Context: an optimization exercise on an open-source flow, tuned for small area, a short achievable clock period and few clock cycles per item. The choices shown serve that exercise and are no tape-out recipe.
Function was checked by simulation only, so behaviour that the tests miss may differ from the original.
Power figures rest on the tool's default switching activity, not on a simulated workload.

v6:
==> module linear_probe_endpoint_table, before the edit <==
module linear_probe_endpoint_table (
   input  logic                           clock,
   input  logic                           reset,
   input  logic                           req_valid,
   output logic                           req_ready,
   input  logic [lpet_pkg::CMD_BITS-1:0]  req_command,
   input  logic [lpet_pkg::KEY_BITS-1:0]  req_key,
   input  logic [lpet_pkg::HALF_BITS-1:0] req_descriptor,
   input  logic [lpet_pkg::HALF_BITS-1:0] req_send_handle,
   input  logic [lpet_pkg::HALF_BITS-1:0] req_done_handle,
   output logic                           rsp_valid,
   input  logic                           rsp_ready,
   output logic [lpet_pkg::SLOT_OUT_BITS-1:0] rsp_slot,
   output logic                           rsp_found,
   output logic                           rsp_table_full,
   output logic [lpet_pkg::HALF_BITS-1:0] rsp_descriptor_out,
   output logic [lpet_pkg::HALF_BITS-1:0] rsp_send_handle_out,
   output logic [lpet_pkg::HALF_BITS-1:0] rsp_done_handle_out
);
   localparam int N    = TABLE_SLOTS;
   localparam int DW   = 3 * HALF_BITS;
   localparam int PW   = IDX_BITS + 2;      
   localparam int QD   = 4;                 
   logic [N-1:0]          valid_ff;
   logic [KEY_BITS-1:0]   key_ff [N];
   logic [DW-1:0]         dat_ff [N];
   logic                  s1_v_ff;
   logic [CMD_BITS-1:0]   s1_cmd_ff;
   logic                  s1_ins_ff;       
   logic [KEY_BITS-1:0]   s1_key_ff;
   logic [DW-1:0]         s1_dat_ff;
   logic [N-1:0]          we_ff;           
   logic [N-1:0]          eq_ff;           
   logic [N-1:0]          wprev_ff;        
   logic                  eqprev_ff;       
   logic                  r2_v_ff;
   logic [N-1:0]          r2_sel_ff;
   logic                  r2_full_ff;
   logic [QD-1:0]         qv_ff;
   logic [PW-1:0]         q_ff [QD];
   logic [IDX_BITS-1:0]   out_slot_ff;
   logic                  out_found_ff;
   logic                  out_full_ff;
   logic [DW-1:0]         out_dat_ff;
   logic                  ready_ff;
   logic                  accept;
   logic                  zero_in;
   logic [IDX_BITS-1:0]   start_in;
   logic [N-1:0]          free_nx;
   logic [N-1:0]          ins_sel_in;
   logic [N-1:0]          we_in;
   logic                  eq_prev_in;
   logic [N-1:0]          eq_in;
   assign accept     = req_valid && ready_ff;
   assign zero_in    = (req_key == '0);
   assign free_nx    = ~valid_ff & ~we_ff;
   assign eq_prev_in = (req_key == s1_key_ff);
   lpet_mod_unit u_mod (
      .key_in (req_key),
      .rem    (start_in)
   );
   lpet_slot_ram u_ins (.m(free_nx), .s(start_in), .sel(ins_sel_in));
   assign we_in = (accept && (req_command == CMD_INSERT) && !zero_in) ? ins_sel_in : '0;
   always_comb begin
      for (int j = 0; j < N; j++) begin
         eq_in[j] = valid_ff[j] && (key_ff[j] == req_key);
      end
   end
   logic [N-1:0]          srch_sel;
   logic [N-1:0]          res_sel;
   lpet_slot_ram u_srch (.m(eq_ff | (eqprev_ff ? wprev_ff : '0)),
                         .s(s1_key_ff[IDX_BITS-1:0]), .sel(srch_sel));
   assign res_sel = (s1_cmd_ff == CMD_INSERT) ? we_ff : srch_sel;
   always_ff @(posedge clock) begin
      if (reset) begin
         valid_ff <= '0;
         we_ff    <= '0;
      end else begin
         valid_ff <= valid_ff | we_ff;
         we_ff    <= we_in;
      end
      eq_ff     <= eq_in;
      wprev_ff  <= we_ff;
      eqprev_ff <= eq_prev_in;
      s1_cmd_ff <= req_command;
      s1_ins_ff <= (req_command == CMD_INSERT) && !zero_in;
      s1_key_ff <= req_key;
      s1_dat_ff <= {req_descriptor, req_send_handle, req_done_handle};
      for (int j = 0; j < N; j++) begin
         if (we_ff[j]) begin
            key_ff[j] <= s1_key_ff;
            dat_ff[j] <= s1_dat_ff;
         end
      end
      r2_sel_ff  <= res_sel;
      r2_full_ff <= s1_ins_ff && (we_ff == '0);
   end
   logic [IDX_BITS-1:0]   r2_slot;
   logic [PW-1:0]         r2_res;
   logic                  pop;
   logic [QD-1:0]         qv_pop;          
   logic [QD-1:0]         qv_in;
   logic                  out_load;
   logic [PW-1:0]         head;            
   logic [N-1:0]          rd_sel;
   logic [DW-1:0]         rd_dat;
   always_comb begin
      r2_slot = '0;
      for (int j = 0; j < N; j++) begin
         if (r2_sel_ff[j]) r2_slot = r2_slot | IDX_BITS'(j);
      end
      r2_res = {r2_full_ff, |r2_sel_ff, r2_slot};
   end
   assign pop    = qv_ff[0] && rsp_ready;
   assign qv_pop = pop ? {1'b0, qv_ff[QD-1:1]} : qv_ff;
   always_comb begin
      for (int i = 0; i < QD; i++) begin
         qv_in[i] = qv_pop[i] || (r2_v_ff && ((i == 0) || qv_pop[(i == 0) ? 0 : i - 1]));
      end
   end
   assign out_load = pop || !qv_ff[0];
   always_comb begin
      if (!out_load) begin
         head = q_ff[0];
      end else if (qv_ff[1]) begin
         head = q_ff[1];
      end else begin
         head = r2_res;
      end
      for (int j = 0; j < N; j++) begin
         if (!out_load) begin
            rd_sel[j] = q_ff[0][IDX_BITS] && (q_ff[0][IDX_BITS-1:0] == IDX_BITS'(j));
         end else if (qv_ff[1]) begin
            rd_sel[j] = q_ff[1][IDX_BITS] && (q_ff[1][IDX_BITS-1:0] == IDX_BITS'(j));
         end else begin
            rd_sel[j] = r2_sel_ff[j];
         end
      end
      rd_dat = '0;
      for (int j = 0; j < N; j++) begin
         if (rd_sel[j]) rd_dat = rd_dat | dat_ff[j];
      end
   end
   always_ff @(posedge clock) begin
      if (reset) begin
         s1_v_ff  <= 1'b0;
         r2_v_ff  <= 1'b0;
         qv_ff    <= '0;
         ready_ff <= 1'b1;
      end else begin
         s1_v_ff  <= accept;
         r2_v_ff  <= s1_v_ff;
         qv_ff    <= qv_in;
         ready_ff <= !qv_in[3] && !(qv_in[2] && (accept || s1_v_ff)) &&
                     !(qv_in[1] && accept && s1_v_ff);
      end
      for (int i = 0; i < QD; i++) begin
         if (r2_v_ff && !qv_pop[i] && ((i == 0) || qv_pop[(i == 0) ? 0 : i - 1])) begin
            q_ff[i] <= r2_res;
         end else if (pop && (i < QD - 1)) begin
            q_ff[i] <= q_ff[(i < QD - 1) ? i + 1 : i];
         end
      end
      out_slot_ff  <= head[IDX_BITS-1:0];
      out_found_ff <= head[IDX_BITS];
      out_full_ff  <= head[IDX_BITS+1];
      out_dat_ff   <= rd_dat;
   end
   assign req_ready           = ready_ff;
   assign rsp_valid           = qv_ff[0];
   assign rsp_slot            = out_slot_ff;
   assign rsp_found           = out_found_ff;
   assign rsp_table_full      = out_full_ff;
   assign rsp_descriptor_out  = out_dat_ff[3*HALF_BITS-1:2*HALF_BITS];
   assign rsp_send_handle_out = out_dat_ff[2*HALF_BITS-1:HALF_BITS];
   assign rsp_done_handle_out = out_dat_ff[HALF_BITS-1:0];
endmodule
export LEC_CHECK = 0
export CAP_MARGIN = 20
export CORE_MARGIN = 2
export CORE_UTILIZATION = 50
export CTS_CLUSTER_DIAMETER = 100
export CTS_CLUSTER_SIZE = 30
export SETUP_SLACK_MARGIN = 2.8
export SLEW_MARGIN = 20
export TNS_END_PERCENT = 20
create_clock -name core_clock -period 5.0 [get_ports {clock}]
run.sh (not shown) runs the stock make flow with config.mk's settings and CLKGATE_MAP_FILE= SYNTH_SCRIPT=/design/flow/synth_recipe.tcl, a recipe that flattens the netlist after the stock synthesis.
Testbench counts of v6, summed over its fixed seeds: cycles 6,528, items 6,144.
Changes in v7 relative to v6:
diff --git a/flow/design.v b/flow/design.v
--- a/flow/design.v
+++ b/flow/design.v
@@ -120,4 +120,6 @@
    logic                  out_full_ff;
    logic [DW-1:0]         out_dat_ff;
+   logic [N-1:0]          cur_sel_ff;      
+   logic [N-1:0]          nxt_sel_ff;      
    logic                  ready_ff;
    logic                  accept;
@@ -197,4 +199,18 @@
    end
    assign out_load = pop || !qv_ff[0];
+   logic                  push1;           
+   logic [N-1:0]          q1_sel_in;       
+   logic [N-1:0]          nxt_sel_in;
+   logic [N-1:0]          q1_oh;           
+   logic [N-1:0]          q2_oh;           
+   always_comb begin
+      for (int j = 0; j < N; j++) begin
+         q1_oh[j] = q_ff[1][IDX_BITS] && (q_ff[1][IDX_BITS-1:0] == IDX_BITS'(j));
+         q2_oh[j] = q_ff[2][IDX_BITS] && (q_ff[2][IDX_BITS-1:0] == IDX_BITS'(j));
+      end
+   end
+   assign push1      = r2_v_ff && !qv_pop[1] && qv_pop[0];
+   assign q1_sel_in  = push1 ? r2_sel_ff : (pop ? q2_oh : q1_oh);
+   assign nxt_sel_in = qv_in[1] ? q1_sel_in : res_sel;
    always_comb begin
       if (!out_load) begin
@@ -205,13 +221,5 @@
          head = r2_res;
       end
-      for (int j = 0; j < N; j++) begin
-         if (!out_load) begin
-            rd_sel[j] = q_ff[0][IDX_BITS] && (q_ff[0][IDX_BITS-1:0] == IDX_BITS'(j));
-         end else if (qv_ff[1]) begin
-            rd_sel[j] = q_ff[1][IDX_BITS] && (q_ff[1][IDX_BITS-1:0] == IDX_BITS'(j));
-         end else begin
-            rd_sel[j] = r2_sel_ff[j];
-         end
-      end
+      rd_sel = out_load ? nxt_sel_ff : cur_sel_ff;
       rd_dat = '0;
       for (int j = 0; j < N; j++) begin
@@ -243,4 +251,6 @@
       out_full_ff  <= head[IDX_BITS+1];
       out_dat_ff   <= rd_dat;
+      cur_sel_ff   <= rd_sel;
+      nxt_sel_ff   <= nxt_sel_in;
    end
    assign req_ready           = ready_ff;
Results
- Measured against each other, v6 and v7 differ in number of standard cells in the layout, taps in and fillers out, the higher figure coming from v7.
- Diff v6 -> v7 | clock network fraction of total power | increase of 0.4 points
- Summary of the comparison: fraction of standard cell area in multi-input logic is higher in v7, relative to v6.
- Changes observed in v7 relative to v6: final total power up about 2.2%, sequential-to-total area share from yosys stat flat, sequential cell count up 32, mux share of post-synthesis cell area up 0.43 points.
- Looking at area after detailed placement, v7 sits 2.4% above v6.
- Summary — sequential share of layout area, v7 relative to v6: lower, by 0.76 points.
- Between v6 and v7, the number of fillers in the final layout is higher for v6.
- From v6 to v7 the numbers moved as follows: fraction of layout cells with a size suffix above 1 saw an increase; setup slack decreased by 11 ps relative to the old numbers; required time at the worst-slack endpoint dropped 70 ps; routed wire length +12%.
Testbench counts of v7, summed over its fixed seeds: cycles 6,528, items 6,144.

## separate check: timing with driven ports
The results above use ideal ports. As a check the final layouts listed here were re-extracted and re-timed, cells and wires unchanged.
Step 1 assumes that a clkbuf_16 drives the clock port and a buf_2 every other input.
Step 2 also shifts input and output timing later by t, the mid clock arrival at the registers, as if the neighbouring blocks saw the same clock.
Three values: no drivers, after step 1, after step 2; two values: the first two.
| run | t (ns) | setup WS [ns] | worst slew at a driven data input, ns | cell pins on the clock port's net |
|---|---|---|---|---|
| v6 | 0.785 | 2.617 / 2.588 / 1.879 | 0.05 | 1 |
| v7 | 0.801 | 2.606 / 2.584 / 1.887 | 0.06 | 1 |
After both steps setup and hold are still met in every run listed. For v6, which loses most, drivers alone change the setup slack by -0.029 ns; drivers and shift together by -0.738 ns.
